Context: an optimization exercise on an open-source flow, tuned for a short achievable clock period and few clock cycles. The choices shown serve that exercise and are no tape-out recipe.
At most, simulation tests tie the RTL to the original design; equivalence was not proved.
Function not checked in runs 1 and 2: the RTL went through the layout flow alone.
No driver is modelled on the clock port, so clocking that relies on it looks cheaper here than on a real chip.
No activity file was given, so power comes from the tool's default toggle rates.

==> flow/design.v <==
`default_nettype none
package pio_pkg;
   typedef struct packed {
      logic [5-1:0]  thr_id;
      logic [2-1:0]  buf_id;
      logic [3-1:0] size;
      logic [40-1:0] addr;
      logic [64-1:0] data;
   } ucb_req_t;
   typedef struct packed {
      logic [64-43-1:0] pad;
      logic [43-1:0]             map_addr;
   } pio_hdr_t;
   typedef union packed {
      pio_hdr_t                hdr;
      logic [64-1:0]  raw;
   } pio_payload_u;
   typedef struct packed {
      logic                   is_data;
      logic                   rw;         
      logic [1:0]             dest;
      logic [5-1:0]  thr_id;
      logic [2-1:0]  buf_id;
      logic [3-1:0] size;
      logic                   dword;      
      logic                   word_sel;   
      pio_payload_u           payload;
   } queue_word_t;
   typedef struct packed {
      logic                   rw;
      logic [1:0]             dest;
      logic [15:0]            be;
      logic [64-1:0] ad;
      logic [5-1:0]  thr_id;
      logic [2-1:0]  buf_id;
   } pio_out_t;
   typedef struct packed {
      logic [16-1:0] addr;
      logic [32-1:0]      data;
   } csr_wr_t;
endpackage
`default_nettype wire
`timescale 1ns/1ps
`default_nettype none
module pio_g_nand2 (input wire logic a, b, output logic y);
   assign y = ~(a & b);
endmodule
module pio_g_nand3 (input wire logic a, b, c, output logic y);
   assign y = ~(a & b & c);
endmodule
module pio_g_nand4 (input wire logic a, b, c, d, output logic y);
   assign y = ~(a & b & c & d);
endmodule
module pio_g_nor2 (input wire logic a, b, output logic y);
   assign y = ~(a | b);
endmodule
module pio_g_nor3 (input wire logic a, b, c, output logic y);
   assign y = ~(a | b | c);
endmodule
module pio_g_nor2b (input wire logic a, bn, output logic y);
   assign y = ~(a | ~bn);
endmodule
module pio_g_o21ai (input wire logic a1, a2, b1, output logic y);
   assign y = ~((a1 | a2) & b1);
endmodule
module pio_g_o31ai (input wire logic a1, a2, a3, b1, output logic y);
   assign y = ~((a1 | a2 | a3) & b1);
endmodule
`default_nettype wire
`default_nettype none
module pio_g_nand4b (input wire logic a_n, b, c, d, output logic y);
   assign y = ~(~a_n & b & c & d);
endmodule
module pio_g_inv (input wire logic a, output logic y);
   assign y = ~a;
endmodule
`default_nettype wire
`timescale 1ns/1ps
`default_nettype none
module pio_g_mux #(parameter int W = 1) (
   input  wire logic         s,
   input  wire logic [W-1:0] a1,
   input  wire logic [W-1:0] a0,
   output logic      [W-1:0] y
);
   assign y = s ? a1 : a0;
endmodule
`default_nettype wire
`timescale 1ns/1ps
`default_nettype none
module pio_issue (
   input  wire logic [3:0]  m,        
   input  wire logic [15:1] ok,
   input  wire logic        z_n,      
   input  wire logic        ok4_n,    
   input  wire logic        ok8_n,    
   input  wire logic        ok12_n,   
   output logic             pio_req
);
   logic [3:0] t1, t2, t3;
   logic [3:0] a;
   logic       a0_n, b1, b2, b3;
   logic [3:0] base_n;
   assign base_n = {ok12_n, ok8_n, ok4_n, z_n};
   for (genvar h = 0; h < 4; h++) begin : g_h
      if (h == 0) begin : g_lo
         pio_g_nand2 g_t1 (.a(m[0]), .b(ok[1]), .y(t1[h]));
      end else begin : g_hi
         pio_g_nand2 g_t1 (.a(m[0]), .b(ok[4*h+1]), .y(t1[h]));
      end
      pio_g_nand2 g_t2 (.a(m[1]), .b(ok[4*h+2]), .y(t2[h]));
      pio_g_nand3 g_t3 (.a(m[0]), .b(m[1]), .c(ok[4*h+3]), .y(t3[h]));
      pio_g_nand4 g_a  (.a(base_n[h]), .b(t1[h]), .c(t2[h]), .d(t3[h]), .y(a[h]));
   end
   pio_g_inv   g_a0 (.a(a[0]), .y(a0_n));
   pio_g_nand2 g_b1 (.a(m[2]), .b(a[1]), .y(b1));
   pio_g_nand2 g_b2 (.a(m[3]), .b(a[2]), .y(b2));
   pio_g_nand3 g_b3 (.a(m[3]), .b(m[2]), .c(a[3]), .y(b3));
   pio_g_nand4 g_req (.a(a0_n), .b(b1), .c(b2), .d(b3), .y(pio_req));
endmodule
`default_nettype wire
`timescale 1ns/1ps
`default_nettype none
module pio_req_unit (
   input  wire logic        clk,
   input  wire logic        rst,
   input  wire logic [3:0]  max_pio,
   input  wire logic        rd_vld,
   input  wire logic        wr_vld,
   input  wire logic [4:0]  req_thr_id,
   input  wire logic [1:0]  req_buf_id,
   input  wire logic [2:0]  req_size,
   input  wire logic [39:0] req_addr,
   input  wire logic [63:0] req_data,
   output logic             req_accepted,
   output logic             csr_wr,
   output logic [15:0]      csr_wr_addr,
   output logic [31:0]      csr_wr_data,
   output logic [15:0]      csr_rd_addr,
   output logic             csr_rd_ack,
   output logic [4:0]       csr_ack_thr,
   output logic [1:0]       csr_ack_buf,
   input  wire logic        pio_pop,
   input  wire logic        rd_done,
   output logic             pio_req,
   output logic             pio_data_vld,
   output logic             pio_out_rw,
   output logic [1:0]       pio_out_dest,
   output logic [15:0]      pio_out_be,
   output logic [63:0]      pio_out_ad,
   output logic [4:0]       pio_out_thr_id,
   output logic [1:0]       pio_out_buf_id
);
   localparam int DEPTH = 16;
   localparam int HW    = 1 + 2 + 16 + 5 + 2 + 43;
   localparam int WW    = 1 + HW;
   logic        space;
   logic        late_wr_n, late_rd_n, late_n;
   logic        acc_n;
   logic        hit;
   logic [6:0]  pw, pr, ph;
   logic        xw_n, xr_n;
   logic        gw0_n, gw1_n, gr0_n, gr1_n, gh0_n, gh1_n;
   pio_g_nor2  g_pw0 (.a(req_addr[38]), .b(req_addr[37]), .y(pw[0]));
   pio_g_nor2  g_pw1 (.a(req_addr[36]), .b(req_addr[35]), .y(pw[1]));
   pio_g_nor2  g_pw2 (.a(req_addr[34]), .b(req_addr[33]), .y(pw[2]));
   pio_g_nor2  g_pw3 (.a(req_addr[32]), .b(req_addr[31]), .y(pw[3]));
   pio_g_nor2  g_pw4 (.a(req_addr[30]), .b(req_addr[29]), .y(pw[4]));
   pio_g_nor2  g_pw5 (.a(req_addr[28]), .b(req_addr[27]), .y(pw[5]));
   pio_g_nor3  g_pw6 (.a(req_addr[26]), .b(req_addr[25]), .c(req_addr[24]), .y(pw[6]));
   pio_g_nand3 g_xw  (.a(req_addr[39]), .b(wr_vld), .c(space), .y(xw_n));
   pio_g_nand4  g_gw0 (.a(pw[0]), .b(pw[1]), .c(pw[2]), .d(pw[3]), .y(gw0_n));
   pio_g_nand4b g_gw1 (.a_n(xw_n), .b(pw[4]), .c(pw[5]), .d(pw[6]), .y(gw1_n));
   pio_g_nor2  g_pr0 (.a(req_addr[37]), .b(req_addr[38]), .y(pr[0]));
   pio_g_nor2  g_pr1 (.a(req_addr[35]), .b(req_addr[36]), .y(pr[1]));
   pio_g_nor2  g_pr2 (.a(req_addr[33]), .b(req_addr[34]), .y(pr[2]));
   pio_g_nor2  g_pr3 (.a(req_addr[31]), .b(req_addr[32]), .y(pr[3]));
   pio_g_nor2  g_pr4 (.a(req_addr[29]), .b(req_addr[30]), .y(pr[4]));
   pio_g_nor2  g_pr5 (.a(req_addr[27]), .b(req_addr[28]), .y(pr[5]));
   pio_g_nor3  g_pr6 (.a(req_addr[25]), .b(req_addr[26]), .c(req_addr[24]), .y(pr[6]));
   pio_g_nand3 g_xr  (.a(req_addr[39]), .b(rd_vld), .c(space), .y(xr_n));
   pio_g_nand4  g_gr0 (.a(pr[0]), .b(pr[1]), .c(pr[2]), .d(pr[3]), .y(gr0_n));
   pio_g_nand4b g_gr1 (.a_n(xr_n), .b(pr[4]), .c(pr[5]), .d(pr[6]), .y(gr1_n));
   pio_g_o21ai g_cw (.a1(gw0_n), .a2(gw1_n), .b1(late_wr_n), .y(csr_wr));
   pio_g_o21ai g_cr (.a1(gr0_n), .a2(gr1_n), .b1(late_rd_n), .y(csr_rd_ack));
   pio_g_nor2  g_ph0 (.a(req_addr[38]), .b(req_addr[36]), .y(ph[0]));
   pio_g_nor2  g_ph1 (.a(req_addr[37]), .b(req_addr[35]), .y(ph[1]));
   pio_g_nor2  g_ph2 (.a(req_addr[34]), .b(req_addr[32]), .y(ph[2]));
   pio_g_nor2  g_ph3 (.a(req_addr[33]), .b(req_addr[31]), .y(ph[3]));
   pio_g_nor2  g_ph4 (.a(req_addr[30]), .b(req_addr[28]), .y(ph[4]));
   pio_g_nor2  g_ph5 (.a(req_addr[29]), .b(req_addr[27]), .y(ph[5]));
   pio_g_nor3  g_ph6 (.a(req_addr[24]), .b(req_addr[26]), .c(req_addr[25]), .y(ph[6]));
   pio_g_nand4  g_gh0 (.a(ph[0]), .b(ph[1]), .c(ph[2]), .d(ph[3]), .y(gh0_n));
   pio_g_nand4  g_gh1 (.a(ph[4]), .b(ph[5]), .c(ph[6]), .d(req_addr[39]), .y(gh1_n));
   pio_g_o21ai g_ac (.a1(rd_vld), .a2(wr_vld), .b1(space), .y(acc_n));
   pio_g_nand2 g_ra (.a(acc_n), .b(late_n), .y(req_accepted));
   logic late_wr_nxt, late_rd_nxt;
   assign hit = ~gh0_n & ~gh1_n;
   assign late_wr_nxt = wr_vld & hit & ~space & late_wr_n;
   assign late_rd_nxt = rd_vld & hit & ~space & late_rd_n;
   always_ff @(posedge clk) begin
      if (rst) begin
         late_wr_n <= 1'b1;
         late_rd_n <= 1'b1;
         late_n    <= 1'b1;
      end else begin
         late_wr_n <= ~late_wr_nxt;
         late_rd_n <= ~late_rd_nxt;
         late_n    <= ~(late_wr_nxt | late_rd_nxt);
      end
   end
   assign csr_wr_addr  = req_addr[15:0];
   assign csr_wr_data  = req_data[31:0];
   assign csr_rd_addr  = req_addr[15:0];
   assign csr_ack_thr  = req_thr_id;
   assign csr_ack_buf  = req_buf_id;
   logic        c_acc, c_rd, c_wr, c_csr, c_q;
   logic [4:0]  c_thr;
   logic [1:0]  c_buf;
   logic [2:0]  c_size;
   logic [39:0] c_addr;
   logic [63:0] c_data;
   always_ff @(posedge clk) begin
      if (rst)
         c_acc <= 1'b0;
      else
         c_acc <= (rd_vld | wr_vld) & space;
      c_csr  <= hit;
      c_rd   <= rd_vld;
      c_wr   <= wr_vld;
      c_thr  <= req_thr_id;
      c_buf  <= req_buf_id;
      c_size <= req_size;
      c_addr <= req_addr;
      c_data <= req_data;
   end
   assign c_q   = c_acc & ~c_csr;
   logic [42:0] map;
   logic [1:0]  dest;
   logic [7:0]  lane;
   logic [15:0] be;
   always_comb begin
      if (c_addr[39:32] == 8'h80) begin
         if (c_addr[31:28] == 4'h0) begin
            map = {15'h4000, c_addr[27:0]};
            if (c_addr[27:24] == 4'hE)      dest = 2'd2;
            else if (c_addr[27:24] == 4'hF) dest = 2'd3;
            else                            dest = 2'd1;
         end else begin
            map  = {11'h600, c_addr[31:0]};
            dest = 2'd0;
         end
      end else begin
         map = {3'h7, c_addr};
         if (c_addr[39:38] == 2'b11) dest = c_addr[37] ? 2'd3 : 2'd2;
         else                        dest = 2'd1;
      end
      case (c_size)
         3'd0:    lane = 8'h01;
         3'd1:    lane = 8'h03;
         3'd2:    lane = 8'h0f;
         default: lane = 8'hff;
      endcase
      lane = lane << c_addr[2:0];
      if (c_size == 3'd4)   be = 16'hffff;
      else if (c_addr[3])   be = {lane, 8'h00};
      else                  be = {8'h00, lane};
   end
   logic [WW-1:0]    mem [0:DEPTH-1];
   logic [DEPTH-1:0] wsel;             
   logic [DEPTH-1:0] wsel_nxt;         
   logic [DEPTH:1]   cnt;              
   logic [DEPTH:1]   tot;              
   logic [DEPTH:1]   tot_base, tot_nxt;
   logic             take;
   logic [WW-1:0]    head;
   logic             spec1, spec2;
   localparam int NG = 5;
   localparam int GW = (WW + NG - 1) / NG;
   logic [DEPTH-1:0] we_h [NG];        
   logic [DEPTH-1:0] we_d [NG];        
   logic [DEPTH-1:0] rsel_g [NG];
   logic [WW-1:0]    hdr_w, dat_w;
   assign wsel_nxt = ~c_q ? wsel :
                     c_wr ? {wsel[DEPTH-3:0], wsel[DEPTH-1:DEPTH-2]} :
                            {wsel[DEPTH-2:0], wsel[DEPTH-1]};
   for (genvar g = 0; g < NG; g++) begin : g_grp
      logic [2*DEPTH-1:0] we_nxt;
      logic [DEPTH-1:0]   rsel_nxt_g;
      pio_g_mux #(.W(2 * DEPTH)) g_we (
         .s  ((rd_vld | wr_vld) & space),
         .a1 ({{wsel_nxt[DEPTH-2:0], wsel_nxt[DEPTH-1]} & {DEPTH{wr_vld}}, wsel_nxt}),
         .a0 ({(2 * DEPTH){1'b0}}),
         .y  (we_nxt)
      );
      pio_g_mux #(.W(DEPTH)) g_rs (
         .s  (take),
         .a1 ({rsel_g[g][DEPTH-2:0], rsel_g[g][DEPTH-1]}),
         .a0 (rsel_g[g]),
         .y  (rsel_nxt_g)
      );
      always_ff @(posedge clk) begin
         if (rst) begin
            we_h[g]   <= '0;
            we_d[g]   <= '0;
            rsel_g[g] <= {{(DEPTH-1){1'b0}}, 1'b1};
         end else begin
            {we_d[g], we_h[g]} <= we_nxt;
            rsel_g[g] <= rsel_nxt_g;
         end
      end
   end
   assign hdr_w = {1'b0, c_rd, dest, be, c_thr, c_buf, map};
   assign dat_w = {1'b1, {(HW-64){1'b0}}, c_data};
   always_ff @(posedge clk) begin
      for (int i = 0; i < DEPTH; i++)
         for (int b = 0; b < WW; b++) begin
            if (we_h[b / GW][i])
               mem[i][b] <= hdr_w[b];
            else if (we_d[b / GW][i])
               mem[i][b] <= dat_w[b];
         end
   end
   always_comb begin
      head = '0;
      for (int i = 0; i < DEPTH; i++)
         for (int b = 0; b < WW; b++)
            head[b] = head[b] | (mem[i][b] & rsel_g[b / GW][i]);
   end
   assign spec2 = wr_vld & space;
   assign spec1 = rd_vld & space;
   logic [DEPTH:1]   tot_nt, tot_t, cnt_q, cnt_nxt;
   logic             space_nt, space_t, space_nxt;
   always_comb begin
      if (c_acc & c_csr & c_wr)
         tot_base = {2'b00, tot[DEPTH:3]};
      else if (c_acc & c_csr)
         tot_base = {1'b0, tot[DEPTH:2]};
      else
         tot_base = tot;
      if (spec2) begin
         tot_nt   = {tot_base[DEPTH-2:1], 2'b11};
         tot_t    = {tot_base[DEPTH-1:1], 1'b1};
         space_nt = ~tot_base[DEPTH-3];
         space_t  = ~tot_base[DEPTH-2];
      end else if (spec1) begin
         tot_nt   = {tot_base[DEPTH-1:1], 1'b1};
         tot_t    = tot_base;
         space_nt = ~tot_base[DEPTH-2];
         space_t  = ~tot_base[DEPTH-1];
      end else begin
         tot_nt   = tot_base;
         tot_t    = {1'b0, tot_base[DEPTH:2]};
         space_nt = ~tot_base[DEPTH-1];
         space_t  = ~tot_base[DEPTH];
      end
      if (c_q & c_wr)
         cnt_q = {cnt[DEPTH-2:1], 2'b11};
      else if (c_q)
         cnt_q = {cnt[DEPTH-1:1], 1'b1};
      else
         cnt_q = cnt;
   end
   pio_g_mux #(.W(DEPTH + 1)) g_tot (
      .s  (take),
      .a1 ({space_t, tot_t}),
      .a0 ({space_nt, tot_nt}),
      .y  ({space_nxt, tot_nxt})
   );
   pio_g_mux #(.W(DEPTH)) g_cnt (
      .s  (take),
      .a1 ({1'b0, cnt_q[DEPTH:2]}),
      .a0 (cnt_q),
      .y  (cnt_nxt)
   );
   always_ff @(posedge clk) begin
      if (rst) begin
         wsel  <= {{(DEPTH-1){1'b0}}, 1'b1};
         cnt   <= '0;
         tot   <= '0;
         space <= 1'b1;
      end else begin
         wsel  <= wsel_nxt;
         cnt   <= cnt_nxt;
         tot   <= tot_nxt;
         space <= space_nxt;
      end
   end
   logic        o_dat, i_hdr, i_dat, i_rw;
   logic        o_rw;
   logic [1:0]  o_dest;
   logic [15:0] o_be;
   logic [63:0] o_ad;
   logic [4:0]  o_thr;
   logic [1:0]  o_buf;
   logic        free;
   logic        rd_pop;
   logic [16:1] pend, pend_nxt;        
   logic        o_hdr_nxt, o_rw_nxt;
   logic [15:1] ok;
   logic        z_n;
   logic [HW-1:0] o_nxt;
   logic [2:0]  ctl_nxt;
   logic        o_dat_nxt;
   assign free   = ~(i_hdr | i_dat) | pio_pop;
   assign take   = free & cnt[1];
   assign rd_pop = pio_pop & i_hdr & i_rw;
   pio_g_mux #(.W(HW)) g_onxt (
      .s  (take),
      .a1 ({head[HW-1:43], head[42:0]}),
      .a0 ({o_rw, o_dest, o_be, o_thr, o_buf, o_ad[42:0]}),
      .y  (o_nxt)
   );
   pio_g_mux #(.W(1)) g_odat (
      .s  (free),
      .a1 (take & head[WW-1]),
      .a0 (o_dat),
      .y  (o_dat_nxt)
   );
   pio_g_mux #(.W(3)) g_ictl (
      .s  (free),
      .a1 ({take & ~head[WW-1], take & head[WW-1], head[HW-1]}),
      .a0 ({i_hdr, i_dat, i_rw}),
      .y  (ctl_nxt)
   );
   logic [20:0] o_hi_nxt;
   pio_g_mux #(.W(21)) g_ohi (
      .s  (take),
      .a1 (head[63:43] & {21{head[WW-1]}}),
      .a0 (o_ad[63:43]),
      .y  (o_hi_nxt)
   );
   always_ff @(posedge clk) begin
      if (rst) begin
         o_dat <= 1'b0;
         i_hdr <= 1'b0;
         i_dat <= 1'b0;
      end else begin
         o_dat <= o_dat_nxt;
         i_hdr <= ctl_nxt[2];
         i_dat <= ctl_nxt[1];
      end
      i_rw <= ctl_nxt[0];
      {o_rw, o_dest, o_be, o_thr, o_buf, o_ad[42:0]} <= o_nxt;
      o_ad[63:43] <= o_hi_nxt;
   end
   always_comb begin
      pend_nxt = pend;
      if (rd_pop & ~rd_done)
         pend_nxt = {pend[15:1], 1'b1};
      else if (~rd_pop & rd_done)
         pend_nxt = {1'b0, pend[16:2]};
   end
   assign o_hdr_nxt = ctl_nxt[2];
   assign o_rw_nxt  = ctl_nxt[0];
   always_ff @(posedge clk) begin
      if (rst) begin
         pend   <= '0;
         ok     <= '0;
         z_n    <= 1'b1;
      end else begin
         pend   <= pend_nxt;
         for (int m = 1; m < 16; m++)
            ok[m] <= o_hdr_nxt & o_rw_nxt & ~pend_nxt[m+1];
         z_n    <= ~(o_hdr_nxt & (~o_rw_nxt | ~pend_nxt[1]));
      end
   end
   pio_issue pio_issue_inst (
      .m       (max_pio),
      .ok      (ok),
      .z_n     (z_n),
      .ok4_n   (~ok[4]),
      .ok8_n   (~ok[8]),
      .ok12_n  (~ok[12]),
      .pio_req (pio_req)
   );
   assign pio_data_vld   = o_dat;
   assign pio_out_rw     = o_rw;
   assign pio_out_dest   = o_dest;
   assign pio_out_be     = o_be;
   assign pio_out_ad     = o_ad;
   assign pio_out_thr_id = o_thr;
   assign pio_out_buf_id = o_buf;
endmodule
`default_nettype wire
==> flow/flow/run.sh <==
#!/bin/bash
# Standard layout with these changes: port buffers made from regular buffers
# instead of delay cells, cell sizing free to change a cell's footprint, a
# fanout limit for the repair steps (flow/fanout.tcl), and the ports of the
# request-to-CSR and throttle paths placed side by side on the left edge
# (flow/pins.tcl) before the rest are placed.
set -euo pipefail
F=$PWD/flow/fanout.tcl
K=(MATCH_CELL_FOOTPRINT=0 "BUFFER_PORTS_ARGS=-buffer_cell sky130_fd_sc_hd__buf_4"
   PRE_RESIZE_TCL=$F PRE_CTS_TCL=$F PRE_GLOBAL_ROUTE_TCL=$F
   PRE_REPAIR_TIMING_POST_PLACE_TCL=$F)
bash standard.sh "${K[@]}" floorplan > make_floorplan.log 2>&1
ODB=orfs/results/sky130hd/pio_req_unit/base/2_floorplan.odb \
   openroad -no_init -exit flow/pins.tcl > pins.log 2>&1
bash standard.sh "${K[@]}" finish > make_finish.log 2>&1
==> flow/flow/fanout.tcl <==
# Optimization-only design rule for this stage's repair_design: keep nets to a
# small fanout so that select and enable nets get buffer trees.
set_max_fanout 12 [current_design]
==> flow/flow/pins.tcl <==
# Place the ports of the short input-to-output paths next to each other on
# the left edge, on met3 tracks two tracks apart, centred on the edge.
read_db $::env(ODB)
set block [ord::get_db_block]
set die [$block getDieArea]
set order {
   req_addr[39] req_addr[24] req_addr[38] req_addr[37] req_addr[36]
   req_addr[35] req_addr[34] req_addr[33] csr_wr csr_rd_ack req_accepted
   rd_vld wr_vld req_addr[32] req_addr[31] req_addr[30] req_addr[29]
   req_addr[28] req_addr[27] req_addr[26] req_addr[25]
   {} {}
   max_pio[0] max_pio[1] pio_req max_pio[2] max_pio[3]
}
# met3 tracks: offset 0.34 um, pitch 0.68 um
set n [llength $order]
set ymid [expr {([$die yMin] + [$die yMax]) / 2000.0}]
set k0 [expr {int(($ymid - $n * 0.68) / 0.68)}]
set i 0
foreach p $order {
   if {$p ne {}} {
      set y [expr {0.34 + ($k0 + 2 * $i) * 0.68}]
      place_pin -pin_name $p -layer met3 -location [list 0.4 $y] -force_to_die_boundary
   }
   incr i
}
foreach p $order {
   if {$p ne {}} {
      set bt [$block findBTerm $p]
      puts "$p [[lindex [$bt getBPins] 0] getPlacementStatus]"
   }
}
write_db $::env(ODB)
==> flow/standard.sh <==
#!/bin/bash
# synth_recipe.tcl (not shown) runs the flow's synth.tcl, then flattens the netlist and writes it again
# the make line also repeats each setting of config.mk as NAME=value (left out here)
make -C /OpenROAD-flow-scripts/flow DESIGN_CONFIG=/design/flow/config.mk WORK_HOME=/design/flow/orfs CLKGATE_MAP_FILE= SYNTH_SCRIPT=/design/flow/synth_recipe.tcl "${@:-finish}"
==> flow/config.mk <==
export PLATFORM = sky130hd
export DESIGN_NAME = pio_req_unit
export DESIGN_NICKNAME = pio_req_unit
export VERILOG_FILES = /design/flow/design.v
export SDC_FILE = /design/flow/constraint.sdc
export NUM_CORES = 4
export LEC_CHECK = 0
export CAP_MARGIN = 20
export CORE_MARGIN = 2
export CORE_UTILIZATION = 60
export SETUP_SLACK_MARGIN = 2.5
export SLEW_MARGIN = 20
export SYNTH_HIERARCHICAL = 1
export TNS_END_PERCENT = 100
==> flow/constraint.sdc <==
create_clock -name core_clock -period 5.0 [get_ports {clk}]
set_input_delay 1.0000 -clock core_clock [delete_from_list [all_inputs] [get_ports {clk}]]
set_output_delay 1.0000 -clock core_clock [all_outputs]
set_load 0.01 [all_outputs]
==> impl_metrics.tcl, run 1 <==
set metrics [dict create \
    status "no timing/DRC/antenna violations" \
    row_count 129 \
    grt_antenna_before_repair 10 \
    finalCritPeriodShare 0.582 \
    worst-endpoint-required_ps 4000 \
    cp_max_fo 4 \
    setup.worst_path.start_class "register" \
    ir_drop_uv 407 \
    rsz0062_at_grt "true" \
    place_ws_ps -1700 \
    grtUsageMet2 0.597 \
    worstMarginPinSlew_ps 1180 \
    cts_tree "built" \
    initial_core_util 0.603 \
    area_growth_pct 17.7 \
    grt_util_met1 0.529 \
    cts_inserted_buffers 173 \
    ant_nets 0 \
    finalHoldViolations 0 \
    drive_gt1_frac 0.355 \
    relSlewSlack 0.215 \
    synthCells 5482 \
    io_buffers 289 \
    power_mw 33.5 \
    hp-class "in2reg" \
    crit_type "reg2out" \
    grtUsageMet3 0.103 \
    power.density_nw_per_um2 383 \
    yosys_warnings 15 \
    busiest_layer "met2" \
    synth_edf_count 1104 \
    seqCellArea_um2 44200 \
    pin_count 264 \
    grt_pass1_wl_um 360000 \
    clkTransAtPathRegs_ps 60 \
    drc 0 \
    critical_path.top_delay_family "buffers and inverters" \
    min_period_ps 2910 \
    synth_ff_type "edfxtp_1" \
    overflow 0 \
    ys_seq_area_frac 0.594 \
    wire_per_inst_um 32.3 \
    slowest_stage "dfxtp_2" \
    drtIter0Drc 7282 \
    grt.total_usage 0.398 \
    setup_ws_ps 2090 \
    max_stage_delay_ps 320 \
    leakage_nw 34.6 \
    syn_area_um2 74500 \
    ys_async_sr_fraction 0 \
    drt_pass1_iterations 6 \
    vias 52200 \
    fill_cells 8556 \
    ys_types 64 \
    die_area_um2 127000 \
    drt_wl_total_um 256000 \
    dieWidth_um 356 \
    synth_top_area_share 0.445 \
    final-setup-viol-count 0 \
    fin_skew_ps 24.4 \
    viasPerCell 6.58 \
    cp_data_arrival_time_ps 1910 \
    syn_avg_cell_area_um2 13.6 \
    drv_slew 0 \
    cts_hold_buffers 0 \
    multi_input_area_um2 28000 \
    crit_path_end_kind "output pin" \
    place_congestion 0.829 \
    clkLatencyLatePin_ps 800 \
    final_nets 6307 \
    die_y_um 356 \
    core_area_um2 123000 \
    tns_ps 0 \
    critical_path_buf_inv_count 3 \
    synth_top_cell_by_area "edfxtp_1" \
    grt_pass1_vias 49900 \
    fmax_mhz 344 \
    grt_max_degree 17 \
    crit_path_cell_trace "buf_6 > buf_8 > nand3_2 > nand4b_1 > o21ai_1 > buf_4" \
    synthTopCellsByArea "edfxtp_1 (45%), dfxtp_1 (15%), mux2_2 (13%), mux2_4 (5.1%), a22o_1 (3.3%)" \
    hpwl_um 170000 \
    clkSinkCount 1656 \
    maxCapViolations 0 \
    ys_seq_elements 1656 \
]
==> Yosys cell counts (13+ instances only) <==
cell,number
edfxtp_1,1104
mux2_2,886
dfxtp_1,552
clkbuf_1,423
nor2_1,352
nor2b_1,323
a22o_1,277
a221oi_1,276
a21oi_1,275
mux2_4,251
or2_2,104
nand4_1,77
buf_4,75
mux2i_1,73
nand2_1,73
and2_1,51
buf_2,40
inv_1,27
buf_12,22
a31oi_1,20
o21ai_0,20
a22oi_1,19
a21boi_0,17
buf_6,16
o31ai_1,16
nand3_1,13
==> modules after synthesis, one instance, submodules excluded, excerpt <==
module        flops+latches  copies in the design  cells  area, um2
pio_g_nor2                0                    18      1       3.75
pio_req_unit           1656                     1   5017      68500
pio_g_inv                 0                     1      1       3.75
pio_g_nand2               0                    11      1       3.75
pio_g_nand3               0                     7      1       5.00
pio_g_nand4               0                     9      1       6.26
pio_g_nor3                0                     3      1       10.0
==> per-layer routing <==
| layer | routed length, um | share of wire |
|---|---|---|
| met1 | 94600 | 0.37 |
| met2 | 112000 | 0.44 |
| met3 | 32600 | 0.13 |
| met4 | 17400 | 0.068 |
| met5 | 27 | 0.00011 |
==> cells in the final DEF, fill, tap and decap left out, types with 12 or more instances in the layout <==
cell,count
edfxtp_1,1104
mux2_2,885
dfxtp_1,543
buf_4,416
nor2_1,339
nor2b_1,309
a22o_1,277
a221oi_1,271
a21oi_1,270
mux2_4,252
clkbuf_16,178
clkbuf_2,172
conb_1,161
clkdlybuf4s50_1,157
dlymetal6s2s_1,125
or2_2,104
nand4_1,77
mux2i_1,71
nand2_1,70
and2_1,51
clkbuf_1,49
clkbuf_4,31
buf_6,26
clkinv_2,25
clkbuf_8,24
o21ai_0,20
a22oi_1,19
a31oi_1,19
clkinv_1,18
a21boi_0,17
o31ai_1,16
buf_2,16
inv_1,13
inv_2,12
nor2b_2,12
nor2_4,12
==> cell families after synthesis <==
group / share of synthesized area
AND/OR/NAND/NOR: 0.0718
other: 0.0000504
multiplexers: 0.194
buffers and inverters: 0.0423
AO/OA/AOI/OAI: 0.0979
flip-flops: 0.594
==> area by class of cell <==
cell class,count,share of cell area
Antenna cell,2,0.0000571
Inverter,28,0.00133
Multi-Input combinational cell,3367,0.320
Timing Repair Buffer,957,0.0914
Clock buffer,252,0.0566
Clock inverter,44,0.00284
Tap cell,1637,0.0234
Sequential cell,1656,0.505
==> state kept, by name, indices dropped and copies added, names as in the netlist, 40 cells and up <==
| signal | cells |
|---|---|
| o_ad | 64 |
| c_addr | 40 |
| rsel_g | 80 |
| we_d | 80 |
| c_data | 64 |
| mem | 1120 |
| we_h | 80 |
==> final timing paths <==
kind / from / end / slack [ps] / cells past startpoint
min reg2reg: late_wr_n / late_wr_n / 420 / 1
min: req_data[61] / c_data[61] / 300 / 1
max: space / csr_rd_ack / 2090 / 6
max reg2reg: we_h[0][14] / mem[14][5] / 2400 / 4
==> metrics by stage <==
step	cell area (um2)	hold slack, ps	cells	utilization
2_1_floorplan	75100	392	5642	-
3_3_place_gp	77100	412	7077	0.624
3_5_place_dp	82400	413	7613	0.668
4_1_cts	87500	260	7922	0.709
5_1_grt	87600	284	7942	0.710
6_report	87600	299	7943	0.710
==> what timing repair did <==
action,4_1_cts,5_1_grt
buffers inserted,13,17
setup endpoints to repair,1770,1258
gates cloned,0,1
pin swaps,10,30
resized for setup,643,321
==> where the power goes <==
part	switching [mW]	total [mW]	internal (mW)	leakage, nW
combinational	2.69	4.94	2.25	17.2
clock	5.29	12.2	6.90	2.57
sequential	0.540	16.4	15.9	14.8
total	8.52	33.5	25.0	34.6
==> inputs of run 2 (changes only) <==
==> flow/flow/run.sh (replaced) <==
#!/bin/bash
# Standard layout with three changes: port buffers made from regular buffers
# instead of delay cells, cell sizing free to change a cell's footprint, and
# the ports of the request-to-CSR and throttle paths placed side by side on
# the left edge (flow/pins.tcl) before the rest are placed.
set -euo pipefail
K=(MATCH_CELL_FOOTPRINT=0 "BUFFER_PORTS_ARGS=-buffer_cell sky130_fd_sc_hd__buf_4")
bash standard.sh "${K[@]}" floorplan > make_floorplan.log 2>&1
ODB=orfs/results/sky130hd/pio_req_unit/base/2_floorplan.odb \
   openroad -no_init -exit flow/pins.tcl > pins.log 2>&1
bash standard.sh "${K[@]}" finish > make_finish.log 2>&1
removed: flow/flow/fanout.tcl
==> impl_metrics.tcl, run 2 <==
set metrics [dict create \
    dieWidth_um 356 \
    grt_pass1_wl_um 315000 \
    hpwl_um 124000 \
    r2r_cells 5 \
    final_cell_mix "edfxtp_1 (1,104), mux2_2 (886), dfxtp_1 (535)" \
    htree_levels 4 \
    critPathMostFrequentCell "nand4_1" \
    max_stage_delay_ps 230 \
    maxCapViolations 0 \
    setup_ws_ps 2140 \
    final_nets 5744 \
    crit_path_cell_trace "buf_6 > nand2_1 > nand4_1 > inv_1 > nand4_1 > buf_4" \
    yosys_warnings 15 \
    slowest_stage "nand4_1" \
    cts_hold_buffers 0 \
    cts-root-buf "clkbuf_16" \
    grt_antenna_before_repair 9 \
    synth_ff_type "edfxtp_1" \
    grt_pass1_vias 45300 \
    min_period_ps 2860 \
    worstMarginPinSlew_ps 1270 \
    relSlewSlack 0.153 \
    fmax_mhz 350 \
    ys_seq_area_frac 0.594 \
    fill_cells 8922 \
    grt_max_degree 139 \
    finalCritPeriodShare 0.572 \
    ys_types 64 \
    die_area_um2 127000 \
    io_buffers 289 \
    row_count 129 \
    final_common_cell "edfxtp_1" \
    rsz0062_at_grt "true" \
    initial_core_util 0.603 \
    drtIter0Drc 6044 \
    ir_drop_uv 400 \
    synth_commonest_cells "edfxtp_1 (1,104), mux2_2 (886), dfxtp_1 (552)" \
    ys_async_sr_fraction 0 \
    synthTopCellsByArea "edfxtp_1 (45%), dfxtp_1 (15%), mux2_2 (13%), mux2_4 (5.1%), a22o_1 (3.3%)" \
    ant_nets 0 \
    crit_type "in2out" \
    ys_seq_elements 1656 \
    drv_slew 0 \
    area_growth_pct 11.1 \
    synth_top_cell_by_area "edfxtp_1" \
    leakage_nw 30.4 \
    core_area_um2 123000 \
    finalHoldViolations 0 \
    top_layer_used "met5" \
    critical_path_buf_inv_count 3 \
    tns_ps 0 \
    vias 47600 \
    worstHoldPathCells 1 \
    overflow 0 \
    final-setup-viol-count 0 \
    clkTransAtPathRegs_ps 60 \
    drive_gt1_frac 0.334 \
    fin_skew_ps 21.2 \
    drt_pass1_iterations 5 \
    die_y_um 356 \
    syn_area_um2 74500 \
    setup.worst_path.start_class "primary input" \
    crit_path_end_kind "output pin" \
    clkLatencyLatePin_ps 810 \
    viasPerCell 6.44 \
    cp.depth 6 \
    synth_top_area_share 0.445 \
    cts_tree "built" \
    wl_met1_um 89300 \
    power.density_nw_per_um2 399 \
    yosys.cell_count.top_type "edfxtp_1" \
    cp_max_fo 8 \
    wire_per_inst_um 29.7 \
    critical_path.top_delay_family "buffers and inverters" \
    syn_avg_cell_area_um2 13.6 \
    grt.total_usage 0.341 \
    wl_met3_um 21800 \
    synthCells 5482 \
    clk_path_buf_depth 3 \
    hp-class "in2reg" \
    status "no timing/DRC/antenna violations" \
    largest_register "mem" \
    cts_inserted_buffers 170 \
    place_congestion 0.829 \
    largest_reg_flops 1120 \
    drc 0 \
    worst-endpoint-required_ps 4000 \
    cp_data_arrival_time_ps 1860 \
    drt_wl_total_um 220000 \
    place_ws_ps 1830 \
    pin_count 264 \
    clkSinkCount 1656 \
    synth_edf_count 1104 \
    dr_wl_met2_um 101000 \
]
run 2: worst paths after layout:
kind,start,end,slack (ps)
max,max_pio[0],pio_req,2140
min,req_data[48],c_data[48],290
max reg2reg,rsel_g[3][0],o_ad[44],2560
min reg2reg,late_wr_n,late_wr_n,430
run 2: per-stage QoR:
stage               area (um2)  utilization  instances  hold WS, ps  power [mW]
finish                   82700        0.670       7396          291        33.0
global route             82700        0.670       7396          284        34.0
CTS                      82600        0.669       7392          253        33.1
detailed placement       77100        0.624       7077          414        20.9
global placement         77100        0.624       7077          412        20.8
floorplan                75100            -       5642          392        19.3
run 2: worst reg2reg max path, stage by stage (launching register included):
cell	delay, ps
dfxtp_1	620
a22o_1	350
a221oi_1	410
nand4_1	440
nor2b_1	270
mux2_4	250
run 2: kinds of logic (layout without fill, tap and decap cells):
group / count (synthesis) / in the layout / share of synthesized area
mux: 1210 / 1210 / 0.194
compound gates: 975 / 975 / 0.0979
other cells: 1 / 162 / 0.0000504
simple gates: 1021 / 1022 / 0.0718
flops: 1656 / 1656 / 0.594
buf+inv: 619 / 734 / 0.0423
run 2: final cells by class:
cell class / count / area, um2 / area share
Tap cell: 1637 / 2050 / 0.0248
Sequential cell: 1656 / 44200 / 0.535
Clock inverter: 49 / 344 / 0.00416
Antenna cell: 1 / 2.50 / 0.0000303
Timing Repair Buffer: 396 / 3130 / 0.0378
Multi-Input combinational cell: 3368 / 27900 / 0.337
Inverter: 28 / 121 / 0.00147
Clock buffer: 261 / 4970 / 0.0600
run 2: what timing repair did:
action,CTS,global route
endpoints found under the setup margin,279,152
gates cloned,1,0
pin swaps,7,9
resized for setup,36,21
buffers inserted,4,2
run 2: power by group:
group	switching (mW)	leakage, nW	total (mW)	internal (mW)
clock	5.26	2.59	12.3	7.06
sequential	0.840	14.8	16.7	15.9
combinational	2.05	13.0	4.00	1.95
run 2: routing by layer:
metal  global-route usage  up-vias
li1                     -    20700
met1                0.484    23800
met2                0.532     2557
met3               0.0618      492
met4                0.115        4
met5                    0        -
run 2: Yosys stat by module, one instance, submodules excluded, excerpt:
module	flip-flops and latches	cells inside	times used	cell area [um2]
pio_g_inv	0	1	1	3.75
pio_g_nor3	0	1	3	10.0
pio_g_nand2	0	1	11	3.75
pio_g_nand3	0	1	7	5.00
pio_g_nor2	0	1	18	3.75
pio_g_nand4b	0	1	2	8.76
pio_g_nand4	0	1	9	6.26
pio_g_o21ai	0	1	3	5.00
pio_req_unit	1656	5017	1	68500
==> inputs of run 3 (changes only) <==
--- a/flow/design.v
+++ b/flow/design.v
@@ -75,6 +75,11 @@
    assign y = ~a;
 endmodule
 `default_nettype wire
+`default_nettype none
+module pio_g_nor4 (input wire logic a, b, c, d, output logic y);
+   assign y = ~(a | b | c | d);
+endmodule
+`default_nettype wire
 `timescale 1ns/1ps
 `default_nettype none
 module pio_g_mux #(parameter int W = 1) (
@@ -158,29 +163,25 @@
    logic        late_wr_n, late_rd_n, late_n;
    logic        acc_n;
    logic        hit;
-   logic [6:0]  pw, pr, ph;
-   logic        xw_n, xr_n;
+   logic [4:0]  pw, pr;
+   logic [6:0]  ph;
+   logic        space_n;
    logic        gw0_n, gw1_n, gr0_n, gr1_n, gh0_n, gh1_n;
-   pio_g_nor2  g_pw0 (.a(req_addr[38]), .b(req_addr[37]), .y(pw[0]));
-   pio_g_nor2  g_pw1 (.a(req_addr[36]), .b(req_addr[35]), .y(pw[1]));
-   pio_g_nor2  g_pw2 (.a(req_addr[34]), .b(req_addr[33]), .y(pw[2]));
-   pio_g_nor2  g_pw3 (.a(req_addr[32]), .b(req_addr[31]), .y(pw[3]));
-   pio_g_nor2  g_pw4 (.a(req_addr[30]), .b(req_addr[29]), .y(pw[4]));
-   pio_g_nor2  g_pw5 (.a(req_addr[28]), .b(req_addr[27]), .y(pw[5]));
-   pio_g_nor3  g_pw6 (.a(req_addr[26]), .b(req_addr[25]), .c(req_addr[24]), .y(pw[6]));
-   pio_g_nand3 g_xw  (.a(req_addr[39]), .b(wr_vld), .c(space), .y(xw_n));
-   pio_g_nand4  g_gw0 (.a(pw[0]), .b(pw[1]), .c(pw[2]), .d(pw[3]), .y(gw0_n));
-   pio_g_nand4b g_gw1 (.a_n(xw_n), .b(pw[4]), .c(pw[5]), .d(pw[6]), .y(gw1_n));
-   pio_g_nor2  g_pr0 (.a(req_addr[37]), .b(req_addr[38]), .y(pr[0]));
-   pio_g_nor2  g_pr1 (.a(req_addr[35]), .b(req_addr[36]), .y(pr[1]));
-   pio_g_nor2  g_pr2 (.a(req_addr[33]), .b(req_addr[34]), .y(pr[2]));
-   pio_g_nor2  g_pr3 (.a(req_addr[31]), .b(req_addr[32]), .y(pr[3]));
-   pio_g_nor2  g_pr4 (.a(req_addr[29]), .b(req_addr[30]), .y(pr[4]));
-   pio_g_nor2  g_pr5 (.a(req_addr[27]), .b(req_addr[28]), .y(pr[5]));
-   pio_g_nor3  g_pr6 (.a(req_addr[25]), .b(req_addr[26]), .c(req_addr[24]), .y(pr[6]));
-   pio_g_nand3 g_xr  (.a(req_addr[39]), .b(rd_vld), .c(space), .y(xr_n));
-   pio_g_nand4  g_gr0 (.a(pr[0]), .b(pr[1]), .c(pr[2]), .d(pr[3]), .y(gr0_n));
-   pio_g_nand4b g_gr1 (.a_n(xr_n), .b(pr[4]), .c(pr[5]), .d(pr[6]), .y(gr1_n));
+   assign space_n = ~space;
+   pio_g_nor3  g_pw0 (.a(req_addr[38]), .b(req_addr[37]), .c(req_addr[36]), .y(pw[0]));
+   pio_g_nor3  g_pw1 (.a(req_addr[35]), .b(req_addr[34]), .c(req_addr[33]), .y(pw[1]));
+   pio_g_nor3  g_pw2 (.a(req_addr[32]), .b(req_addr[31]), .c(req_addr[30]), .y(pw[2]));
+   pio_g_nor3  g_pw3 (.a(req_addr[29]), .b(req_addr[28]), .c(req_addr[27]), .y(pw[3]));
+   pio_g_nor4  g_pw4 (.a(req_addr[26]), .b(req_addr[25]), .c(req_addr[24]), .d(space_n), .y(pw[4]));
+   pio_g_nand4 g_gw0 (.a(pw[0]), .b(pw[1]), .c(pw[2]), .d(pw[3]), .y(gw0_n));
+   pio_g_nand3 g_gw1 (.a(pw[4]), .b(req_addr[39]), .c(wr_vld), .y(gw1_n));
+   pio_g_nor3  g_pr0 (.a(req_addr[36]), .b(req_addr[37]), .c(req_addr[38]), .y(pr[0]));
+   pio_g_nor3  g_pr1 (.a(req_addr[33]), .b(req_addr[34]), .c(req_addr[35]), .y(pr[1]));
+   pio_g_nor3  g_pr2 (.a(req_addr[30]), .b(req_addr[31]), .c(req_addr[32]), .y(pr[2]));
+   pio_g_nor3  g_pr3 (.a(req_addr[27]), .b(req_addr[28]), .c(req_addr[29]), .y(pr[3]));
+   pio_g_nor4  g_pr4 (.a(req_addr[24]), .b(req_addr[25]), .c(req_addr[26]), .d(space_n), .y(pr[4]));
+   pio_g_nand4 g_gr0 (.a(pr[0]), .b(pr[1]), .c(pr[2]), .d(pr[3]), .y(gr0_n));
+   pio_g_nand3 g_gr1 (.a(pr[4]), .b(req_addr[39]), .c(rd_vld), .y(gr1_n));
    pio_g_o21ai g_cw (.a1(gw0_n), .a2(gw1_n), .b1(late_wr_n), .y(csr_wr));
    pio_g_o21ai g_cr (.a1(gr0_n), .a2(gr1_n), .b1(late_rd_n), .y(csr_rd_ack));
    pio_g_nor2  g_ph0 (.a(req_addr[38]), .b(req_addr[36]), .y(ph[0]));
@@ -268,69 +269,35 @@
    end
    logic [WW-1:0]    mem [0:DEPTH-1];
    logic [DEPTH-1:0] wsel;             
-   logic [DEPTH-1:0] wsel_nxt;         
+   logic [DEPTH-1:0] wsel1;            
+   logic [DEPTH-1:0] rsel;             
    logic [DEPTH:1]   cnt;              
    logic [DEPTH:1]   tot;              
    logic [DEPTH:1]   tot_base, tot_nxt;
    logic             take;
    logic [WW-1:0]    head;
    logic             spec1, spec2;
-   localparam int NG = 5;
-   localparam int GW = (WW + NG - 1) / NG;
-   logic [DEPTH-1:0] we_h [NG];        
-   logic [DEPTH-1:0] we_d [NG];        
-   logic [DEPTH-1:0] rsel_g [NG];
-   logic [WW-1:0]    hdr_w, dat_w;
-   assign wsel_nxt = ~c_q ? wsel :
-                     c_wr ? {wsel[DEPTH-3:0], wsel[DEPTH-1:DEPTH-2]} :
-                            {wsel[DEPTH-2:0], wsel[DEPTH-1]};
-   for (genvar g = 0; g < NG; g++) begin : g_grp
-      logic [2*DEPTH-1:0] we_nxt;
-      logic [DEPTH-1:0]   rsel_nxt_g;
-      pio_g_mux #(.W(2 * DEPTH)) g_we (
-         .s  ((rd_vld | wr_vld) & space),
-         .a1 ({{wsel_nxt[DEPTH-2:0], wsel_nxt[DEPTH-1]} & {DEPTH{wr_vld}}, wsel_nxt}),
-         .a0 ({(2 * DEPTH){1'b0}}),
-         .y  (we_nxt)
-      );
-      pio_g_mux #(.W(DEPTH)) g_rs (
-         .s  (take),
-         .a1 ({rsel_g[g][DEPTH-2:0], rsel_g[g][DEPTH-1]}),
-         .a0 (rsel_g[g]),
-         .y  (rsel_nxt_g)
-      );
-      always_ff @(posedge clk) begin
-         if (rst) begin
-            we_h[g]   <= '0;
-            we_d[g]   <= '0;
-            rsel_g[g] <= {{(DEPTH-1){1'b0}}, 1'b1};
-         end else begin
-            {we_d[g], we_h[g]} <= we_nxt;
-            rsel_g[g] <= rsel_nxt_g;
-         end
-      end
-   end
-   assign hdr_w = {1'b0, c_rd, dest, be, c_thr, c_buf, map};
-   assign dat_w = {1'b1, {(HW-64){1'b0}}, c_data};
-   always_ff @(posedge clk) begin
-      for (int i = 0; i < DEPTH; i++)
-         for (int b = 0; b < WW; b++) begin
-            if (we_h[b / GW][i])
-               mem[i][b] <= hdr_w[b];
-            else if (we_d[b / GW][i])
-               mem[i][b] <= dat_w[b];
-         end
-   end
+   assign wsel1 = {wsel[DEPTH-2:0], wsel[DEPTH-1]};
    always_comb begin
       head = '0;
       for (int i = 0; i < DEPTH; i++)
-         for (int b = 0; b < WW; b++)
-            head[b] = head[b] | (mem[i][b] & rsel_g[b / GW][i]);
+         head = head | (mem[i] & {WW{rsel[i]}});
+   end
+   always_ff @(posedge clk) begin
+      for (int i = 0; i < DEPTH; i++) begin
+         if (~c_acc)
+            ;
+         else if (wsel[i])
+            mem[i] <= {1'b0, c_rd, dest, be, c_thr, c_buf, map};
+         else if (wsel1[i])
+            mem[i] <= {1'b1, {(HW-64){1'b0}}, c_data};
+      end
    end
    assign spec2 = wr_vld & space;
    assign spec1 = rd_vld & space;
    logic [DEPTH:1]   tot_nt, tot_t, cnt_q, cnt_nxt;
    logic             space_nt, space_t, space_nxt;
+   logic [DEPTH-1:0] rsel_nxt;
    always_comb begin
       if (c_acc & c_csr & c_wr)
          tot_base = {2'b00, tot[DEPTH:3]};
@@ -373,14 +340,23 @@
       .a0 (cnt_q),
       .y  (cnt_nxt)
    );
+   pio_g_mux #(.W(DEPTH)) g_rsel (
+      .s  (take),
+      .a1 ({rsel[DEPTH-2:0], rsel[DEPTH-1]}),
+      .a0 (rsel),
+      .y  (rsel_nxt)
+   );
    always_ff @(posedge clk) begin
       if (rst) begin
          wsel  <= {{(DEPTH-1){1'b0}}, 1'b1};
+         rsel  <= {{(DEPTH-1){1'b0}}, 1'b1};
          cnt   <= '0;
          tot   <= '0;
          space <= 1'b1;
       end else begin
-         wsel  <= wsel_nxt;
+         if (c_q)
+            wsel <= c_wr ? {wsel1[DEPTH-2:0], wsel1[DEPTH-1]} : wsel1;
+         rsel  <= rsel_nxt;
          cnt   <= cnt_nxt;
          tot   <= tot_nxt;
          space <= space_nxt;
==> flow/flow/run.sh (replaced) <==
#!/bin/bash
# Standard layout with these changes: port buffers made from regular buffers,
# cell sizing free to change a cell's footprint, no delay cells in the repair
# steps (flow/nodly.tcl), and the ports of the request-to-CSR and throttle
# paths placed side by side on the left edge (flow/pins.tcl) before the rest
# are placed.
set -euo pipefail
F=$PWD/flow/nodly.tcl
K=(MATCH_CELL_FOOTPRINT=0 "BUFFER_PORTS_ARGS=-buffer_cell sky130_fd_sc_hd__buf_4"
   PRE_FLOORPLAN_TCL=$F PRE_GLOBAL_PLACE_TCL=$F PRE_RESIZE_TCL=$F
   PRE_DETAIL_PLACE_TCL=$F PRE_REPAIR_TIMING_POST_PLACE_TCL=$F
   PRE_CTS_TCL=$F PRE_GLOBAL_ROUTE_TCL=$F)
bash standard.sh synth > make_synth.log 2>&1
bash standard.sh "${K[@]}" floorplan > make_floorplan.log 2>&1
ODB=orfs/results/sky130hd/pio_req_unit/base/2_floorplan.odb \
   openroad -no_init -exit flow/pins.tcl > pins.log 2>&1
bash standard.sh "${K[@]}" finish > make_finish.log 2>&1
==> flow/flow/nodly.tcl (new file) <==
# Keep the repair steps from using delay cells as buffers.
set_dont_use [get_lib_cells {sky130_fd_sc_hd__dlygate* sky130_fd_sc_hd__dlymetal* sky130_fd_sc_hd__clkdlybuf*}]
==> impl_metrics.tcl, run 3 <==
set metrics [dict create \
    synth_top_cell_by_area "edfxtp_1" \
    vias 43000 \
    synthTopCellsByArea "edfxtp_1 (52%), mux2_2 (14%), dfxtp_1 (9.7%), a221oi_1 (3.8%), a22o_1 (3.8%)" \
    syn_avg_cell_area_um2 13.8 \
    rsz0062_at_grt "true" \
    pin_count 264 \
    status "no timing/DRC/antenna violations" \
    cts_tree "built" \
    largest_reg_flops 1120 \
    largestRegisters "mem x1120, c_data x64, o_ad x64" \
    final_common_cell "edfxtp_1" \
    clkSinkCount 1432 \
    viasPerCell 6.95 \
    final-setup-viol-count 0 \
    synthCells 4677 \
    fmax_mhz 360 \
    max_stage_delay_ps 260 \
    relSlewSlack 0.202 \
    final_cell_mix "edfxtp_1 (1,120), mux2_2 (819), nor2_1 (309), buf_4 (309), a221oi_1 (279)" \
    place_ws_ps 1780 \
    clkTransAtPathRegs_ps 60 \
    die_area_um2 110000 \
    row_count 120 \
    place_congestion 0.812 \
    ys_types 67 \
    hpwl_um 103000 \
    final_nets 4786 \
    grt_antenna_before_repair 6 \
    cts_hold_buffers 0 \
    die_y_um 332 \
    post-route-util 0.674 \
    yosys.cell_count.top_type "edfxtp_1" \
    finalHoldViolations 0 \
    synth_top_area_share 0.520 \
    dieWidth_um 332 \
    power.density_nw_per_um2 410 \
    crit_path_end_kind "output pin" \
    tns_ps 0 \
    clkLatencyLatePin_ps 760 \
    drt_pass1_iterations 6 \
    worst-endpoint-required_ps 4000 \
    maxCapViolations 0 \
    leakage_nw 25.0 \
    ys_async_sr_fraction 0 \
    grt_max_degree 70 \
    crit_path_cell_trace "buf_4 > nor4_2 > nand3_1 > o21ai_2 > buf_4" \
    drt_wl_total_um 211000 \
    slowest_stage "nor4_2" \
    drc 0 \
    fill_cells 7688 \
    crit_type "in2out" \
    cp_max_fo 4 \
    grt.total_usage 0.374 \
    area_growth_pct 11.5 \
    syn_area_um2 64700 \
    grt_pass1_wl_um 298000 \
    largest_register "mem" \
    yosys_warnings 8 \
    initial_core_util 0.605 \
    setup.worst_path.start_class "primary input" \
    whs_ps 350 \
    hp-class "in2reg" \
    drv_slew 0 \
    setup_ws_ps 2220 \
    fin_skew_ps 20.4 \
    grt_pass1_vias 41200 \
    critPathMostFrequentCell "buf_4" \
    wire_per_inst_um 34.1 \
    synth_ff_type "edfxtp_1" \
    ys_seq_area_frac 0.617 \
    io_buffers 289 \
    cts_inserted_buffers 153 \
    min_period_ps 2780 \
    ys_seq_elements 1432 \
    ant_nets 0 \
    core_area_um2 107000 \
    synth_edf_count 1120 \
    drive_gt1_frac 0.345 \
    finalCritPeriodShare 0.556 \
    synth_commonest_cells "edfxtp_1 (1,120), mux2_2 (819), dfxtp_1 (312)" \
    ir_drop_uv 372 \
    cp_data_arrival_time_ps 1780 \
    worstMarginPinSlew_ps 1200 \
    drtIter0Drc 6336 \
    overflow 0 \
]
==> run 3: changes by cell type in the layout (fill, tap and decap cells not counted), moves of 26 or more <==
cell	before	now
or2_2	104	18
buf_4	381	309
nor2b_1	313	88
nor2_1	351	309
dfxtp_4	4	35
conb_1	161	1
mux2_4	251	61
a21oi_2	3	29
o21ai_0	20	68
mux2_2	886	819
dfxtp_1	535	275
==> run 3: final cells by class <==
| type | instances | area (um2) | share of cell area |
|---|---|---|---|
| timing repair buffer | 395 | 3130 | 0.0434 |
| timing repair inverter | 1 | 8.76 | 0.000121 |
| antenna | 2 | 5.00 | 0.0000694 |
| tap | 1403 | 1760 | 0.0243 |
| clock buffer | 239 | 4600 | 0.0638 |
| inverter | 30 | 139 | 0.00193 |
| sequential | 1432 | 40000 | 0.555 |
| multi-input combinational | 2649 | 22100 | 0.307 |
| clock inverter | 38 | 339 | 0.00470 |
==> run 3: where the power goes <==
part,total (mW),internal (mW),switching (mW)
sequential,14.7,13.9,0.799
clock,11.2,6.61,4.63
combinational,3.64,1.71,1.94
total,29.6,22.2,7.36
==> run 3: worst paths after layout <==
path | from | endpoint | slack [ps] | cells past startpoint
worst max-delay path | req_addr[25] | csr_wr | 2220 | 5
worst min-delay path | req_data[35] | c_data[35] | 350 | 1
worst max register to register | rsel[2] | o_ad[32] | 2480 | 5
worst min register to register | late_rd_n | late_rd_n | 440 | 1
==> run 3: logic make-up after synthesis <==
kind of cell	synth area share
DFF	0.617
muxes	0.168
other	0.0000580
and+or+nand+nor	0.0520
buffers and inverters	0.0462
AOI/OAI and AO/OA	0.117
==> run 3: timing repair <==
| item | CTS | global route |
|---|---|---|
| pin swaps | 22 | 5 |
| endpoints found under the hold margin | 0 | 0 |
| setup buffers | 20 | 4 |
| setup endpoints to repair | 906 | 232 |
| cloned | 11 | 1 |
| resized for setup | 50 | 20 |
==> run 3: metrics by stage <==
stage | power, mW | instances | instance area, um2
finish | 29.6 | 6189 | 72100
global route | 30.3 | 6187 | 72100
CTS | 29.5 | 6182 | 72000
detailed placement | 18.4 | 5874 | 66600
global placement | 18.3 | 5874 | 66600
floorplan | 16.9 | 4677 | 64700
==> run 3: per-module statistics from Yosys, one instance, submodules excluded, a selection <==
module,cell area [um2],cells,flops+latches
pio_g_nor2,3.75,1,0
pio_g_inv,3.75,1,0
pio_g_nor3,10.0,1,0
pio_g_nand4,6.26,1,0
pio_g_o21ai,5.00,1,0
pio_g_nand2,3.75,1,0
pio_g_nor4,12.5,1,0
pio_g_nand3,5.00,1,0
pio_req_unit,62400,4470,1432
==> run 3: layer usage <==
| layer | global-route usage | share of wire |
|---|---|---|
| met3 | 0.0837 | 0.12 |
| met2 | 0.577 | 0.45 |
| met4 | 0.127 | 0.036 |
| met5 | 0 | 0.00011 |
| met1 | 0.527 | 0.39 |
==> run 3: worst max-delay path: cells and delay by family <==
kind,cells,cell delay [ps]
buffers and inverters,2,280
AO/OA/AOI/OAI,1,140
AND/OR/NAND/NOR,2,370
Testbench counts of run 3, summed over its fixed seeds: cycles 7,368.
==> inputs of run 4 (changes only) <==
--- a/flow/flow/run.sh
+++ b/flow/flow/run.sh
@@ -6,7 +6,7 @@
 # are placed.
 set -euo pipefail
 F=$PWD/flow/nodly.tcl
-K=(MATCH_CELL_FOOTPRINT=0 "BUFFER_PORTS_ARGS=-buffer_cell sky130_fd_sc_hd__buf_4"
+K=(MATCH_CELL_FOOTPRINT=0 "BUFFER_PORTS_ARGS=-buffer_cell sky130_fd_sc_hd__buf_8"
    PRE_FLOORPLAN_TCL=$F PRE_GLOBAL_PLACE_TCL=$F PRE_RESIZE_TCL=$F
    PRE_DETAIL_PLACE_TCL=$F PRE_REPAIR_TIMING_POST_PLACE_TCL=$F
    PRE_CTS_TCL=$F PRE_GLOBAL_ROUTE_TCL=$F)
==> impl_metrics.tcl, run 4 <==
set metrics [dict create \
    hp-class "in2reg" \
    clkSinkCount 1432 \
    initial_core_util 0.605 \
    cp_data_arrival_time_ps 1760 \
    syn_avg_cell_area_um2 13.8 \
    grt.total_usage 0.370 \
    synth_edf_count 1120 \
    drv_slew 0 \
    place_ws_ps 1830 \
    startpoint "req_addr[25]" \
    fin_skew_ps 27.1 \
    drc 0 \
    finalCritPeriodShare 0.552 \
    cts_hold_buffers 0 \
    grtUsageMet3 0.0876 \
    post-route-util 0.693 \
    yosys.cell_count.top_type "edfxtp_1" \
    worstMarginPinSlew_ps 1280 \
    whs_ps 329 \
    synth_commonest_cells "edfxtp_1 (1,120), mux2_2 (819), dfxtp_1 (312)" \
    largestRegisters "mem x1120, c_data x64, o_ad x64" \
    ant_nets 0 \
    synth_top_cell_by_area "edfxtp_1" \
    busiest_layer "met2" \
    power.density_nw_per_um2 400 \
    grtUsageMet2 0.575 \
    ys_async_sr_fraction 0 \
    setup.worst_path.start_class "primary input" \
    fill_cells 7472 \
    syn_area_um2 64700 \
    grt_pass1_wl_um 297000 \
    drt_wl_total_um 209000 \
    status "no timing/DRC/antenna violations" \
    setup_ws_ps 2240 \
    overflow 0 \
    maxCapViolations 0 \
    cp_max_fo 3 \
    wire_per_inst_um 33.7 \
    final-setup-viol-count 0 \
    largest_reg_flops 1120 \
    io_buffers 289 \
    die_y_um 332 \
    synthTopCellsByArea "edfxtp_1 (52%), mux2_2 (14%), dfxtp_1 (9.7%), a221oi_1 (3.8%), a22o_1 (3.8%)" \
    grt_antenna_before_repair 11 \
    worst-endpoint-required_ps 4000 \
    yosys_warnings 8 \
    grt_max_degree 87 \
    dp.cells 5874 \
    crit_type "in2out" \
    fmax_mhz 363 \
    ir_drop_uv 270 \
    hp-start "req_data[60]" \
    rsz0062_at_grt "true" \
    core_area_um2 107000 \
    area_growth_pct 14.6 \
    final_cell_mix "edfxtp_1 (1,120), mux2_2 (819), nor2_1 (311)" \
    row_count 120 \
    min_period_ps 2760 \
    ys_types 67 \
    grt_util_met1 0.512 \
    leakage_nw 25.6 \
    place_congestion 0.817 \
    drtIter0Drc 6855 \
    hpwl_um 103000 \
    final_nets 4810 \
    synth_top_area_share 0.520 \
    ys_seq_elements 1432 \
    viasPerCell 7.01 \
    clkLatencyLatePin_ps 770 \
    vias 43500 \
    final_common_cell "edfxtp_1" \
    drt_pass1_iterations 6 \
    pin_count 264 \
    finalHoldViolations 0 \
    relSlewSlack 0.145 \
    tns_ps 0 \
    dieWidth_um 332 \
    clkTransAtPathRegs_ps 60 \
    cts_tree "built" \
    ys_seq_area_frac 0.617 \
    r2r_start "rsel[0]" \
    die_area_um2 110000 \
    cts_inserted_buffers 150 \
    grt_pass1_vias 42100 \
    drive_gt1_frac 0.343 \
    instances_no_fill 6207 \
    synth_ff_type "edfxtp_1" \
    crit_path_end_kind "output pin" \
    largest_register "mem" \
    synthCells 4677 \
]
run 4: cell type report:
class | count | area (um2) | area share
Multi-Input combinational cell | 2656 | 22200 | 0.299
Clock inverter | 32 | 165 | 0.00223
Timing Repair Buffer | 416 | 5410 | 0.0730
Tap cell | 1403 | 1760 | 0.0237
Clock buffer | 236 | 4460 | 0.0602
Antenna cell | 2 | 5.00 | 0.0000675
Inverter | 30 | 125 | 0.00169
Sequential cell | 1432 | 40000 | 0.540
run 4: layer usage:
layer  wire [um]  vias to the layer above
li1            -                    18000
met1       78600                    21800
met2       95600                     3148
met3       27100                      556
met4        8070                        8
met5          60                        -
run 4: path summary, 6_finish.rpt:
path | end | slack, ps | cells past startpoint
max | csr_wr | 2240 | 5
min | c_data[60] | 330 | 1
max reg2reg | o_ad[3] | 2460 | 5
min reg2reg | late_wr_n | 440 | 1
run 4: worst max-delay path: stages:
cell     delay, ps
buf_8          100
nor4_2         250
nand3_1        110
o21ai_2        170
buf_8          120
run 4: report_power, final:
group | switching [mW] | total [mW] | internal, mW | leakage, nW
clock network | 4.54 | 10.7 | 6.14 | 2.26
registers | 0.923 | 14.8 | 13.9 | 12.9
logic | 1.93 | 4.12 | 2.19 | 10.5
run 4: what timing repair did:
action / in CTS / in global routing
pin swaps: 17 / 12
gates resized for setup: 35 / 26
cloned: 10 / 8
setup buffers: 16 / 29
endpoints found under the setup margin: 886 / 611
run 4: per-stage QoR:
step	instance area, um2	total power, mW
final	74100	29.6
after global placement	68800	18.9
after floorplan	64700	16.9
after global routing	74100	30.4
after detailed placement	68800	19.0
after CTS	73800	29.5
run 4: kinds of logic (layout without fill, tap and decap cells):
group                  count (synthesis)  count (layout)  share of synthesized area
other                                  1               3                  0.0000580
AO/OA/AOI/OAI                        999            1016                      0.117
multiplexers                         952             952                      0.168
buffers and inverters                607             714                     0.0462
AND/OR/NAND/NOR                      686             687                     0.0520
flip-flops                          1432            1432                      0.617
run 4: per-module statistics from Yosys (local to each module, per instance), excerpt:
module	cells	cell area (um2)
pio_g_nor3	1	10.0
pio_g_nor4	1	12.5
pio_g_nor2	1	3.75
pio_g_inv	1	3.75
pio_req_unit	4470	62400
pio_g_o21ai	1	5.00
pio_g_nand4	1	6.26
pio_g_nand2	1	3.75
pio_g_nand3	1	5.00

static timing again, ports no longer ideal:
The results above use ideal ports. As a check the final layouts listed here were re-extracted and re-timed, cells and wires unchanged.
Step 1: set_driving_cell puts a clkbuf_16 on clk and a buf_2 on each other input, an assumption about the parent block.
Step 2 adds t to the input delays and takes it off the output delays; t is the mean of the earliest and latest rising clock arrival at the registers after step 1. Input paths then give back, and output paths get back, about the clock's delay inside the block.
Slacks: no drivers / after step 1 / after step 2; pairs: no drivers / after step 1.
run | t (ns) | setup WS [ns] | worst setup path after step 2 | worst data-port slew with drivers (ns)
run 1 | 0.876 | 2.089 / 2.005 / 1.633 | input to register | 0.30
run 2 | 0.873 | 2.142 / 2.067 / 1.890 | input to register | 0.28
run 3 | 0.827 | 2.222 / 2.158 / 1.993 | input to register | 0.12
run 4 | 0.837 | 2.242 / 2.202 / 2.015 | input to register | 0.10
After both steps setup and hold are still met in every run listed. The setup slack of run 1, which loses most, moves by -0.084 ns with the drivers and by -0.456 ns with both steps.
